This is an optimization exercise on Yosys and OpenROAD, whose aim is small area, not a production implementation. In this exercise RTL edits were held to simulation tests only and were not proved equivalent to the original.

## JK
==> flow/design.v <==
module processor (
  input  logic        clk,
  input  logic        reset,
  input  logic [31:0] instruction,
  output logic [31:0] addr,
  output logic [31:0] out,
  output logic        sys_dne,
  output logic        rw
);
  localparam logic [5:0] OP_AND = 6'd6;
  localparam logic [5:0] OP_OR  = 6'd7;
  localparam logic [5:0] OP_XOR = 6'd8;
  localparam logic [5:0] OP_NOT = 6'd9;
  localparam logic [5:0] OP_LI  = 6'd10;
  logic [31:0] pc_q;
  logic [3:0]  ph_q;
  logic        started_q;    
  always_ff @(posedge clk or negedge reset) begin
    if (!reset) begin
      pc_q      <= '0;
      ph_q      <= '0;
      started_q <= 1'b0;
    end else begin
      {pc_q, ph_q} <= {pc_q, ph_q} + 36'd1;
      if (ph_q == 4'd15) started_q <= 1'b1;
    end
  end
  logic [5:0] op;
  logic [4:0] rs, rt, rd, dst;
  logic       is_and, is_or, is_xor, is_not, is_li, wr;
  assign op  = instruction[31:26];
  assign rs  = instruction[25:21];
  assign rt  = instruction[20:16];
  assign rd  = instruction[15:11];
  assign is_and = (op == OP_AND);
  assign is_or  = (op == OP_OR);
  assign is_xor = (op == OP_XOR);
  assign is_not = (op == OP_NOT);
  assign is_li  = (op == OP_LI);
  assign wr     = is_and | is_or | is_xor | is_not | is_li;
  assign dst    = is_li ? rs : (is_not ? rt : rd);
  logic [31:0][15:0] lo_q;
  logic [31:0]       col0;      
  logic [31:0]       we;
  logic a, b, res;
  always_comb begin
    we = '0;
    we[dst] = wr;
  end
  assign a = col0[rs];
  assign b = col0[rt];
  always_comb begin
    if (is_li)       res = instruction[ph_q];
    else if (is_not) res = ~a;
    else if (is_and) res = a & b;
    else if (is_or)  res = a | b;
    else             res = a ^ b;
  end
  for (genvar i = 0; i < 32; i++) begin : g_reg
    assign col0[i] = lo_q[i][0];
    always_ff @(posedge clk) begin
      lo_q[i] <= {(we[i] ? res : lo_q[i][0]), lo_q[i][15:1]};
    end
  end
  logic [31:0] hr_q;
  logic [3:0]  tap;
  logic [1:0]  j_rs, j_rt, j_dst;
  logic        cap_a, cap_b, ins;
  logic        ha_q, hb_q, hres;
  assign tap   = {hr_q[24], hr_q[16], hr_q[8], hr_q[0]};
  assign j_rs  = rs[4:3]  - {pc_q[0], ph_q[3]};
  assign j_rt  = rt[4:3]  - {pc_q[0], ph_q[3]};
  assign j_dst = dst[4:3] - {pc_q[0], ph_q[3]};
  assign cap_a = ~ph_q[3] & (ph_q[2:0] == rs[2:0]);
  assign cap_b = ~ph_q[3] & (ph_q[2:0] == rt[2:0]);
  assign ins   = wr & ph_q[3] & (ph_q[2:0] == dst[2:0]);
  always_ff @(posedge clk) begin
    if (cap_a) ha_q <= tap[j_rs];
    if (cap_b) hb_q <= tap[j_rt];
  end
  always_comb begin
    if (is_li)       hres = 1'b0;
    else if (is_not) hres = ~ha_q;
    else if (is_and) hres = ha_q & hb_q;
    else if (is_or)  hres = ha_q | hb_q;
    else             hres = ha_q ^ hb_q;
  end
  always_ff @(posedge clk) begin
    hr_q <= {hr_q[0], hr_q[31:1]};
    if (ins) begin
      case (j_dst)
        2'd0: hr_q[31] <= hres;
        2'd1: hr_q[7]  <= hres;
        2'd2: hr_q[15] <= hres;
        default: hr_q[23] <= hres;
      endcase
    end
  end
  logic [15:0] out_lo_q;
  logic        out_hi_q;
  always_ff @(posedge clk) begin
    out_lo_q <= {(wr ? res : (out_lo_q[0] & started_q)), out_lo_q[15:1]};
    if (ph_q == 4'd15) out_hi_q <= wr ? hres : (out_hi_q & started_q);
  end
  assign sys_dne = started_q & (ph_q == 4'd0);
  assign addr    = pc_q;
  assign out     = {{16{out_hi_q}}, out_lo_q};
  assign rw      = 1'b0;
endmodule
clock: 6.0 ns
lec_check: 0
cap_margin: 20
core_margin: 2
core_utilization: 40
slew_margin: 20
standard.sh (not shown) runs the stock make flow with config.mk's settings and CLKGATE_MAP_FILE= SYNTH_SCRIPT=/design/flow/synth_recipe.tcl, a recipe that flattens the netlist after the stock synthesis.
==> flow/flow/run.sh <==
#!/bin/bash
# Layout flow: the standard ORFS flow (standard.sh, unchanged synthesis),
# with smaller port buffers and a clock tree of clkbuf_8 clusters without
# dummy loads. Each tool's output goes to its own log in the work folder.
set -euo pipefail
export BUFFER_PORTS_ARGS="-buffer_cell sky130_fd_sc_hd__buf_1"
export CTS_ARGS="-sink_clustering_enable -repair_clock_nets -buf_list sky130_fd_sc_hd__clkbuf_8 -sink_clustering_size 20 -sink_clustering_max_diameter 50 -dont_use_dummy_load"
bash standard.sh synth > log_synth.txt 2>&1
bash standard.sh floorplan > log_floorplan.txt 2>&1
bash standard.sh place > log_place.txt 2>&1
bash standard.sh cts > log_cts.txt 2>&1
bash standard.sh route > log_route.txt 2>&1
bash standard.sh finish > log_finish.txt 2>&1
What MS does differently from JK at the input level:
==> flow/design.v <==
module processor (
  input  logic        clk,
  input  logic        reset,
  input  logic [31:0] instruction,
  output logic [31:0] addr,
  output logic [31:0] out,
  output logic        sys_dne,
  output logic        rw
);
  localparam logic [5:0] OP_AND = 6'd6;
  localparam logic [5:0] OP_OR  = 6'd7;
  localparam logic [5:0] OP_XOR = 6'd8;
  localparam logic [5:0] OP_NOT = 6'd9;
  localparam logic [5:0] OP_LI  = 6'd10;
  logic [31:0] pc_q;
  logic [3:0]  ph_q;
  logic        started_q;    
  always_ff @(posedge clk or negedge reset) begin
    if (!reset) begin
      pc_q      <= '0;
      ph_q      <= '0;
      started_q <= 1'b0;
    end else begin
      {pc_q, ph_q} <= {pc_q, ph_q} + 36'd1;
      if (ph_q == 4'd15) started_q <= 1'b1;
    end
  end
  logic [5:0] op;
  logic [4:0] rs, rt, rd, dst;
  logic       is_and, is_or, is_xor, is_not, is_li, wr;
  assign op  = instruction[31:26];
  assign rs  = instruction[25:21];
  assign rt  = instruction[20:16];
  assign rd  = instruction[15:11];
  assign is_and = (op == OP_AND);
  assign is_or  = (op == OP_OR);
  assign is_xor = (op == OP_XOR);
  assign is_not = (op == OP_NOT);
  assign is_li  = (op == OP_LI);
  assign wr     = is_and | is_or | is_xor | is_not | is_li;
  assign dst    = is_li ? rs : (is_not ? rt : rd);
  logic [31:0][15:0] lo_q;
  logic [31:0]       hi_q;
  logic [31:0]       col0;      
  logic [31:0]       we;
  logic a, b, ha, hb, res, hres;
  logic hi_res_q;               
  always_comb begin
    we = '0;
    we[dst] = wr;
  end
  assign a  = col0[rs];
  assign b  = col0[rt];
  assign ha = hi_q[rs];
  assign hb = hi_q[rt];
  always_comb begin
    if (is_li)       res = instruction[ph_q];
    else if (is_not) res = ~a;
    else if (is_and) res = a & b;
    else if (is_or)  res = a | b;
    else             res = a ^ b;
    if (is_li)       hres = 1'b0;
    else if (is_not) hres = ~ha;
    else if (is_and) hres = ha & hb;
    else if (is_or)  hres = ha | hb;
    else             hres = ha ^ hb;
  end
  always_ff @(posedge clk) begin
    if (ph_q == 4'd0) hi_res_q <= hres;
  end
  for (genvar i = 0; i < 32; i++) begin : g_reg
    assign col0[i] = lo_q[i][0];
    always_ff @(posedge clk) begin
      lo_q[i] <= {(we[i] ? res : lo_q[i][0]), lo_q[i][15:1]};
      if (we[i]) hi_q[i] <= hi_res_q;
    end
  end
  logic [15:0] out_lo_q;
  logic        out_hi_q;
  always_ff @(posedge clk) begin
    out_lo_q <= {(wr ? res : (out_lo_q[0] & started_q)), out_lo_q[15:1]};
    out_hi_q <= wr ? hi_res_q : (out_hi_q & started_q);
  end
  assign sys_dne = started_q & (ph_q == 4'd0);
  assign addr    = pc_q;
  assign out     = {{16{out_hi_q}}, out_lo_q};
  assign rw      = 1'b0;
endmodule
==> summary.txt <==
| non-filler instance count after layout | MS vs JK | about 1.2% lower |
Met3 track utilization from global routing delta for MS relative to JK: 0.57 points higher
Looking at fraction of area in multi-input gates, MS sits 0.15 points below JK.
The detailed-route via count on JK is in line with that on MS.
Between JK and MS, final worst hold slack is higher for MS, JK comes in under that.
MS vs. JK: post-place instance area increased about 2%; routed metal-1 wire length grew by 4.6%; post-route minimum period lost 200 ps; clock buffer count in the final layout climbed 2; mean number of vias per cell increased by 0.061 relative to the old numbers.

what the ideal ports hide:
How much do the figures lean on ideal ports? The routed layouts below were timed once more, with nothing changed but the port constraints. Step 1, drivers: a clkbuf_16 drives clk and a buf_2 each remaining input, both assumed. Step 2, shift: input delay + t, output delay - t, t = (earliest + latest rising clock arrival at the registers) / 2. This alone moves slack from input paths to output paths. a / b / c = no drivers / after step 1 / after step 2; a / b = the first two.
run	t, ns	slack for setup (ns)	cell pins on the clock port's net
JK	0.587	1.402 / 1.422 / 0.836	1
MS	0.602	1.601 / 1.627 / 1.025	1
After both steps every run listed still meets setup and hold. The setup slack of MS, which loses most, moves by +0.026 ns with the drivers and by -0.576 ns with both steps.
